What follows belongs to an exercise in optimizing a design on an open flow for small area, a short achievable clock period and few clock cycles; a production flow would make more cautious choices. Only simulation tests tie the RTL to the original design; equivalence was not proved. Power and IR drop assume default switching activity.

==> 02-14 <==
==> flow/design.v <==
package isaPkg;
	typedef enum logic [3:0] {
		OP_LDUR,
		OP_STUR,
		OP_ADD,
		OP_ADDI,
		OP_SUB,
		OP_AND,
		OP_ORR,
		OP_CBZ,
		OP_CBNZ,
		OP_B,
		OP_HALT,
		OP_ILLEGAL
	} opcodeT;
	typedef enum logic [2:0] {
		ALU_ADD   = 3'd0,
		ALU_SUB   = 3'd1,
		ALU_AND   = 3'd2,
		ALU_ORR   = 3'd3,
		ALU_PASSB = 3'd4
	} aluFuncT;
	typedef enum logic [1:0] {
		SRC_REG  = 2'b00,
		SRC_DIMM = 2'b01,  
		SRC_IIMM = 2'b10   
	} aluSrcT;
endpackage
package hostPkg;
	typedef enum logic [2:0] {
		IDLE,
		FETCH,
		DECODE,
		EXECUTE,
		MEMORY,
		WRITEBACK,
		HALTED,
		FAULT
	} seqStateT;
	typedef enum logic [1:0] {
		REG_CTRL,
		REG_STATUS,
		REGION_IMEM,
		REGION_DMEM
	} apbRegionT;
endpackage
`timescale 1ns/1ps
module legv8Top (
	input  logic                       clk,
	input  logic                       rst,
	input  logic                       pSel,
	input  logic                       pEnable,
	input  logic                       pWrite,
	input  logic [12-1:0] pAddr,
	input  logic [32-1:0]     pWdata,
	output logic [32-1:0]     pRdata,
	output logic                       pReady,
	output logic                       pSlvErr
);
	logic [31:0] imem [64];
	logic [31:0] dmem [64];
	logic [31:0] regs [31];  
	logic [30:0] zreg;       
	logic [63:0] dzero;      
	logic        running, halted, fault;
	logic [7:0]  pc;     
	logic [7:0]  pc1;    
	logic [31:0] ir;
	logic [4:0]  rb;     
	logic [31:0] prd;
	logic        errReg;
	logic        hwImem, hwDmem;
	logic [5:0]  hwAddr;
	logic        wValid, wLoad, wStore;
	logic [4:0]  wRd;
	logic [31:0] wData;  
	logic [15:0] wLo, wHiA, wHiB, wHi;
	logic        wC16;
	logic [1:0]  wHiOp;
	logic        wZero;  
	logic [63:0] wSel;   
	logic        w2Valid;
	logic [4:0]  w2Rd;
	logic [31:0] w2Data;
	logic        w2Zero;
	function automatic logic [63:0] onehot64(input logic [5:0] x);
		onehot64 = '0;
		onehot64[x] = 1'b1;
	endfunction
	function automatic logic [30:0] regSel(input logic [4:0] x);
		regSel = '0;
		if (x != 5'd31) regSel[x] = 1'b1;
	endfunction
	function automatic logic [63:0] sumSel(input logic [5:0] x, input logic [5:0] y,
			input logic cin);
		logic [5:0] h, g;
		logic [5:0] kb;
		logic m, c;
		h = x ^ y;
		g = x & y;
		for (int k = 0; k < 64; k++) begin
			kb = 6'(k);
			m = 1'b1;
			for (int i = 0; i < 6; i++) begin
				c = (i == 0) ? cin : (g[i - 1] | (h[i - 1] & !kb[i - 1]));
				m = m & ((h[i] ^ c) == kb[i]);
			end
			sumSel[k] = m;
		end
	endfunction
	logic aligned, isCtrlStatus, isMem, accessErr, hostWr, startNow, hostSetupWr;
	logic [63:0] hostSel, hwSel;
	assign aligned = pAddr[1:0] == 2'b00;
	assign isCtrlStatus = pAddr[11:10] == 2'b00 && pAddr[9:3] == '0 && aligned;
	assign isMem = (pAddr[11:10] == 2'b01 || pAddr[11:10] == 2'b10) && pAddr[9:8] == 2'b00
		&& aligned;
	assign accessErr = !(isCtrlStatus || isMem) || (running && isMem);
	assign hostWr = pSel && pEnable && pWrite && !accessErr;
	assign startNow = hostWr && pAddr[11:10] == 2'b00 && !pAddr[2] && pWdata[0] && !running;
	assign hostSetupWr = pSel && !pEnable && pWrite && !accessErr;
	assign hostSel = onehot64(pAddr[7:2]);
	assign hwSel = onehot64(hwAddr) & {64{pSel && pEnable}};
	always_ff @(posedge clk) begin
		if (rst) begin
			hwImem <= 1'b0;
			hwDmem <= 1'b0;
		end else begin
			hwImem <= hostSetupWr && pAddr[11:10] == 2'b01;
			hwDmem <= hostSetupWr && pAddr[11:10] == 2'b10;
		end
		hwAddr <= pAddr[7:2];
	end
	logic [10:0] op;
	logic isLdur, isStur, isAdd, isAddi, isSub, isAnd, isOrr, isCbz, isCbnz, isB, isHalt;
	logic illegal, regWe, usesRn, usesRb;
	assign op = ir[31:21];
	assign isLdur = op == 11'b11111000010;
	assign isStur = op == 11'b11111000000;
	assign isAdd = op == 11'b10001011000;
	assign isAddi = op[10:1] == 10'b1001000100;
	assign isSub = op == 11'b11001011000;
	assign isAnd = op == 11'b10001010000;
	assign isOrr = op == 11'b10101010000;
	assign isCbz = op[10:3] == 8'b10110100;
	assign isCbnz = op[10:3] == 8'b10110101;
	assign isB = op[10:5] == 6'b000101;
	assign isHalt = op == 11'b11111111111;
	assign illegal = !(isLdur || isStur || isAdd || isAddi || isSub || isAnd || isOrr
		|| isCbz || isCbnz || isB || isHalt);
	assign regWe = isLdur || isAdd || isAddi || isSub || isAnd || isOrr;
	assign usesRn = isLdur || isStur || isAdd || isAddi || isSub || isAnd || isOrr;
	assign usesRb = isStur || isAdd || isSub || isAnd || isOrr || isCbz || isCbnz;
	logic [4:0] rn, rd;
	logic aW, aW2, bW, bW2, tW, tW2, stall, tZero;
	logic [30:0] rnSel, rbSel;
	logic [31:0] a, b;
	assign rn = ir[9:5];
	assign rd = ir[4:0];
	assign aW = wValid && wRd == rn;
	assign bW = wValid && wRd == rb;
	assign tW = wValid && wRd == rd;
	assign aW2 = w2Valid && w2Rd == rn && !aW;
	assign bW2 = w2Valid && w2Rd == rb && !bW;
	assign tW2 = w2Valid && w2Rd == rd && !tW;
	assign stall = wLoad && ((usesRn && aW) || (usesRb && bW));
	assign rnSel = regSel(rn);
	assign rbSel = regSel(rb);
	logic [31:0] regA, regB;
	always_comb begin
		regA = '0;
		regB = '0;
		for (int i = 0; i < 31; i++) begin
			regA = regA | (regs[i] & {32{rnSel[i]}});
			regB = regB | (regs[i] & {32{rbSel[i]}});
		end
	end
	assign a = aW ? wData : aW2 ? w2Data : regA;
	assign b = bW ? wData : bW2 ? w2Data : regB;
	assign tZero = tW ? wZero : tW2 ? w2Zero : !(|(~zreg & regSel(rd)));
	logic [31:0] opB;
	logic [16:0] sumLo;
	logic [15:0] aluLo;
	logic [1:0] hiOp;
	logic c2;
	logic [63:0] memSel;
	assign opB = isAddi ? {20'd0, ir[21:10]} : isSub ? ~b : b;
	assign sumLo = {1'b0, a[15:0]} + {1'b0, opB[15:0]} + {16'd0, isSub};
	always_comb begin
		if (isAnd) aluLo = a[15:0] & b[15:0];
		else if (isOrr) aluLo = a[15:0] | b[15:0];
		else if (isStur) aluLo = b[15:0];  
		else aluLo = sumLo[15:0];
	end
	assign hiOp = isAnd ? 2'd1 : isOrr ? 2'd2 : isStur ? 2'd3 : 2'd0;
	always_comb begin
		case (wHiOp)
			2'd1: wHi = wHiA & wHiB;
			2'd2: wHi = wHiA | wHiB;
			2'd3: wHi = wHiB;
			default: wHi = wHiA + wHiB + {15'd0, wC16};
		endcase
	end
	assign wData = {wHi, wLo};
	logic aluZero;
	always_comb begin
		if (isAnd) aluZero = (a & b) == '0;
		else if (isOrr) aluZero = (a | b) == '0;
		else aluZero = &((a ^ opB) ~^ {a[30:0] | opB[30:0], isSub});
	end
	assign c2 = (a[1] & ir[13]) | ((a[1] ^ ir[13]) & a[0] & ir[12]);
	assign memSel = sumSel(a[7:2], ir[19:14], c2);
	logic [63:0] dSel, dWsel;
	logic [31:0] dRd;
	logic exec;
	assign exec = running && !stall;
	assign dSel = running ? wSel : hostSel;
	always_comb begin
		dRd = '0;
		for (int i = 0; i < 64; i++) dRd = dRd | (dmem[i] & {32{dSel[i]}});
	end
	assign dWsel = running ? wSel & {64{wStore}} : hwSel & {64{hwDmem}};
	logic [31:0] dWdata;
	logic dWzero, dRzero;
	assign dWdata = running ? wData : pWdata;
	assign dWzero = running ? wZero : pWdata == '0;
	for (genvar i = 0; i < 64; i++) begin : gDmem
		always_ff @(posedge clk) begin
			if (dWsel[i]) begin
				dmem[i] <= dWdata;
				dzero[i] <= dWzero;
			end
		end
	end
	assign dRzero = |(dzero & wSel);
	always_ff @(posedge clk) begin
		if (rst) begin
			wValid <= 1'b0;
			wLoad <= 1'b0;
			wStore <= 1'b0;
			w2Valid <= 1'b0;
		end else begin
			wValid <= exec && regWe && rd != 5'd31;
			wLoad <= exec && isLdur && rd != 5'd31;
			wStore <= exec && isStur;
			w2Valid <= wValid;
		end
		wRd <= rd;
		wLo <= aluLo;
		wHiA <= a[31:16];
		wHiB <= opB[31:16];
		wC16 <= sumLo[16];
		wHiOp <= hiOp;
		wZero <= isStur ? b == '0 : aluZero;
		wSel <= memSel;
		w2Rd <= wRd;
		w2Data <= wLoad ? dRd : wData;
		w2Zero <= wLoad ? dRzero : wZero;
	end
	for (genvar i = 0; i < 31; i++) begin : gRegs
		always_ff @(posedge clk) begin
			if (w2Valid && w2Rd == 5'(i)) begin
				regs[i] <= w2Data;
				zreg[i] <= w2Zero;
			end
		end
	end
	logic taken, takenB, takenC;
	logic [7:0] targetB, targetC, nextPc;
	logic [63:0] selA, iSel;
	logic [31:0] iRd;
	assign takenB = isB;
	assign takenC = (isCbz && tZero) || (isCbnz && !tZero);
	assign taken = takenB || takenC;
	assign targetB = pc + ir[7:0];
	assign targetC = pc + ir[12:5];
	assign nextPc = takenB ? targetB : takenC ? targetC : pc1;
	assign selA = running ? onehot64(pc1[5:0]) : hostSel;
	assign iSel = !running ? selA : takenB ? sumSel(pc[5:0], ir[5:0], 1'b0)
		: takenC ? sumSel(pc[5:0], ir[10:5], 1'b0) : selA;
	always_comb begin
		iRd = '0;
		for (int i = 0; i < 64; i++) iRd = iRd | (imem[i] & {32{iSel[i]}});
	end
	for (genvar i = 0; i < 64; i++) begin : gImem
		always_ff @(posedge clk) begin
			if (hwImem && hwSel[i]) begin
				imem[i] <= pWdata;
			end
		end
	end
	always_ff @(posedge clk) begin
		if (!stall) begin
			ir <= iRd;
			rb <= iRd[28] ? iRd[4:0] : iRd[20:16];
		end
	end
	always_ff @(posedge clk) begin
		if (rst) begin
			running <= 1'b0;
			halted <= 1'b0;
			fault <= 1'b0;
			pc <= '0;
			pc1 <= 8'd1;
		end else if (running) begin
			if (isHalt) begin
				running <= 1'b0;
				halted <= 1'b1;
			end else if (illegal) begin
				running <= 1'b0;
				fault <= 1'b1;
			end else if (!stall) begin
				pc <= nextPc;
				pc1 <= nextPc + 8'd1;
			end
		end else if (startNow) begin
			running <= 1'b1;
			halted <= 1'b0;
			fault <= 1'b0;
			pc <= '0;
			pc1 <= 8'd1;
		end
	end
	logic [31:0] status;
	assign status = {16'd0, pc, 5'd0, fault || (running && illegal),
		halted || (running && isHalt), running && !isHalt && !illegal};
	always_ff @(posedge clk) begin
		errReg <= accessErr;
		if (pAddr[11:10] == 2'b01) prd <= iRd;
		else if (pAddr[11:10] == 2'b10) prd <= dRd;
		else if (pAddr[11:10] == 2'b00 && pAddr[2]) prd <= status;
		else prd <= '0;
	end
	assign pRdata = prd;
	assign pReady = 1'b1;
	assign pSlvErr = errReg;
endmodule
==> flow/flow/run.sh <==
#!/bin/bash
# Layout: the standard flow (standard.sh) with a larger setup margin for the
# timing repair steps, so that repair aims at a shorter period than the 12.5 ns
# clock. Everything else, including the SDC, is the standard flow's.
set -euo pipefail
MARGIN=$(cat flow/margin.txt)
sed -E "s/\"\\\$\\{@:-finish\\}\"/SETUP_SLACK_MARGIN=${MARGIN} \"\${@:-finish}\"/" standard.sh > std_margin.sh
grep -q "SETUP_SLACK_MARGIN=${MARGIN}" std_margin.sh
bash std_margin.sh > make_flow.log 2>&1
==> flow/flow/margin.txt <==
7
==> flow/standard.sh <==
#!/bin/bash
# synth_recipe.tcl (not shown) runs the flow's synth.tcl, then flattens the netlist and writes it again
# the make line also repeats each setting of config.mk as NAME=value (left out here)
make -C /OpenROAD-flow-scripts/flow DESIGN_CONFIG=/design/flow/config.mk WORK_HOME=/design/flow/orfs CLKGATE_MAP_FILE= SYNTH_SCRIPT=/design/flow/synth_recipe.tcl "${@:-finish}"
==> flow/config.mk <==
export PLATFORM = sky130hd
export DESIGN_NAME = legv8Top
export DESIGN_NICKNAME = legv8Top
export VERILOG_FILES = /design/flow/design.v
export SDC_FILE = /design/flow/constraint.sdc
export NUM_CORES = 4
export LEC_CHECK = 0
export CAP_MARGIN = 20
export CELL_PAD_IN_SITES_GLOBAL_PLACEMENT = 1
export CORE_MARGIN = 2
export CORE_UTILIZATION = 30
export CTS_BUF_LIST = sky130_fd_sc_hd__clkbuf_8
export CTS_CLUSTER_DIAMETER = 40
export CTS_CLUSTER_SIZE = 12
export PLACE_DENSITY = 0.45
export SLEW_MARGIN = 20
export TNS_END_PERCENT = 5
==> flow/constraint.sdc <==
create_clock -name core_clock -period 12.5 [get_ports {clk}]
set_input_delay 2.5000 -clock core_clock [delete_from_list [all_inputs] [get_ports {clk}]]
set_output_delay 2.5000 -clock core_clock [all_outputs]
set_load 0.01 [all_outputs]
==> 11-04: changes against 02-14 <==
CORE_UTILIZATION = 26   (was 30)
CTS_CLUSTER_DIAMETER = 50   (was 40)
CTS_CLUSTER_SIZE = 18   (was 12)
PLACE_DENSITY = 0.4   (was 0.45)
==> summary.txt <==
item	02-14	11-04
Status	complete, no violations	complete, no violations
Setup crit start	rb[1]	ir[1]
Multi-Input Combinational	7026	7025
Clock skew after layout	0.188 ns	0.174 ns
Total power after layout	53.2 mW	50.4 mW
Required time of the critical path	13.69 ns	13.63 ns
Clock group	18.2 mW	15.3 mW
Measured slew at the worst slew-check pin	1.31 ns	1.28 ns
Detailed-routed wire length on met2	555000 microns	586000 microns
Starting density of the core	0.301	0.261
Switching portion of total power	0.349	0.362
Number of placement rows	309	332
Proportion of cell area spent on the clock network	0.0781	0.0604
Setup WS pre-CTS	2.51 ns	2.57 ns
Area used by sequential logic in the layout	161000 sq um	161000 sq um
Number of placed instances, taps included	23100	24500
Layout Utilization	0.371	0.318
CP Data Arrival Time	7.79 ns	7.80 ns
Postcts setup bufs	294	238
Vias per std cell	6.32	6.02
Flop pwr share	0.399	0.421
Testbench counts of 02-14, summed over its fixed seeds: cycles 54,794.
Testbench counts of 11-04, summed over its fixed seeds: cycles 54,794.

==> v26 <==
// legv8Top: RTL as listed in full above, without the edits since
clock: 12.5 ns
lec_check: 0
cap_margin: 20
cell_pad_in_sites_global_placement: 1
core_margin: 2
core_utilization: 36
place_density: 0.5
slew_margin: 20
tns_end_percent: 5
standard.sh (not shown) runs the stock make flow with config.mk's settings and CLKGATE_MAP_FILE= SYNTH_SCRIPT=/design/flow/synth_recipe.tcl, a recipe that flattens the netlist after the stock synthesis.
==> flow/flow/run.sh <==
#!/bin/bash
# Layout: the standard flow (standard.sh) with a larger setup margin for the
# timing repair steps, so that repair aims at a shorter period than the 12.5 ns
# clock. Everything else, including the SDC, is the standard flow's.
set -euo pipefail
MARGIN=$(cat flow/margin.txt)
sed -E "s/\"\\\$\\{@:-finish\\}\"/SETUP_SLACK_MARGIN=${MARGIN} \"\${@:-finish}\"/" standard.sh > std_margin.sh
grep -q "SETUP_SLACK_MARGIN=${MARGIN}" std_margin.sh
bash std_margin.sh > make_flow.log 2>&1
==> flow/flow/margin.txt <==
7
==> v8 (differences from v26) <==
--- a/flow/config.mk
+++ b/flow/config.mk
@@ -9,6 +9,9 @@
 export CELL_PAD_IN_SITES_GLOBAL_PLACEMENT = 1
 export CORE_MARGIN = 2
-export CORE_UTILIZATION = 36
-export PLACE_DENSITY = 0.5
+export CORE_UTILIZATION = 30
+export CTS_BUF_LIST = sky130_fd_sc_hd__clkbuf_8
+export CTS_CLUSTER_DIAMETER = 50
+export CTS_CLUSTER_SIZE = 18
+export PLACE_DENSITY = 0.45
 export SLEW_MARGIN = 20
 export TNS_END_PERCENT = 5
==> v33 (differences from v26) <==
--- a/flow/config.mk
+++ b/flow/config.mk
@@ -9,6 +9,6 @@
 export CELL_PAD_IN_SITES_GLOBAL_PLACEMENT = 1
 export CORE_MARGIN = 2
-export CORE_UTILIZATION = 36
-export PLACE_DENSITY = 0.5
+export CORE_UTILIZATION = 30
+export PLACE_DENSITY = 0.45
 export SLEW_MARGIN = 20
 export TNS_END_PERCENT = 5
==> summary of the runs <==
v8 completed with no timing, DRC or antenna violations. v26 produced a clean layout. v33 finished with timing, DRC and antenna clean.
Critical path depth: v33 < v8 < v26.
Between v33 and v26, the lower core utilization is in v33 (gap 7.4 points).
Clock skew, lowest first: v26, v33, v8.
Against v26, the wire length of v8 is larger by 1.1%.
Testbench counts of v26, summed over its fixed seeds: cycles 54,794.
Testbench counts of v8, summed over its fixed seeds: cycles 54,794.
Testbench counts of v33, summed over its fixed seeds: cycles 54,794.

## separate check: timing with driven ports
How much do the figures lean on ideal ports? The routed layouts below were timed once more, with nothing changed but the port constraints. Step 1, drivers: a clkbuf_16 drives clk and a buf_2 each remaining input, both assumed. Step 2 adds t to the input delays and takes it off the output delays; t is the mean of the earliest and latest rising clock arrival at the registers after step 1. Input paths then give back, and output paths get back, about the clock's delay inside the block. Three values: ideal, step 1, step 2; two values: the first two.
| run | shift t [ns] | slack for setup (ns) | hold WS [ns] | slew at the worst register clock pin (ns) | cell pins on the clock port's net |
|---|---|---|---|---|---|
| 02-14 | 1.561 | 5.898 / 5.898 / 4.532 | 0.433 / 0.433 / 0.433 | 0.09 / 0.09 | 1 |
| 11-04 | 1.524 | 5.829 / 5.829 / 4.346 | 0.433 / 0.433 / 0.433 | 0.11 / 0.11 | 1 |
| v26 | 1.213 | 5.761 / 5.761 / 4.682 | 0.431 / 0.431 / 0.431 | 0.07 / 0.07 | 1 |
| v8 | 1.490 | 5.820 / 5.820 / 4.574 | 0.417 / 0.417 / 0.417 | 0.11 / 0.11 | 1 |
| v33 | 1.265 | 5.922 / 5.960 / 4.738 | 0.423 / 0.423 / 0.423 | 0.09 / 0.09 | 1 |
After both steps every run listed still meets setup and hold. The setup slack of 11-04, which loses most, moves by 0.000 ns with the drivers and by -1.483 ns with both steps.
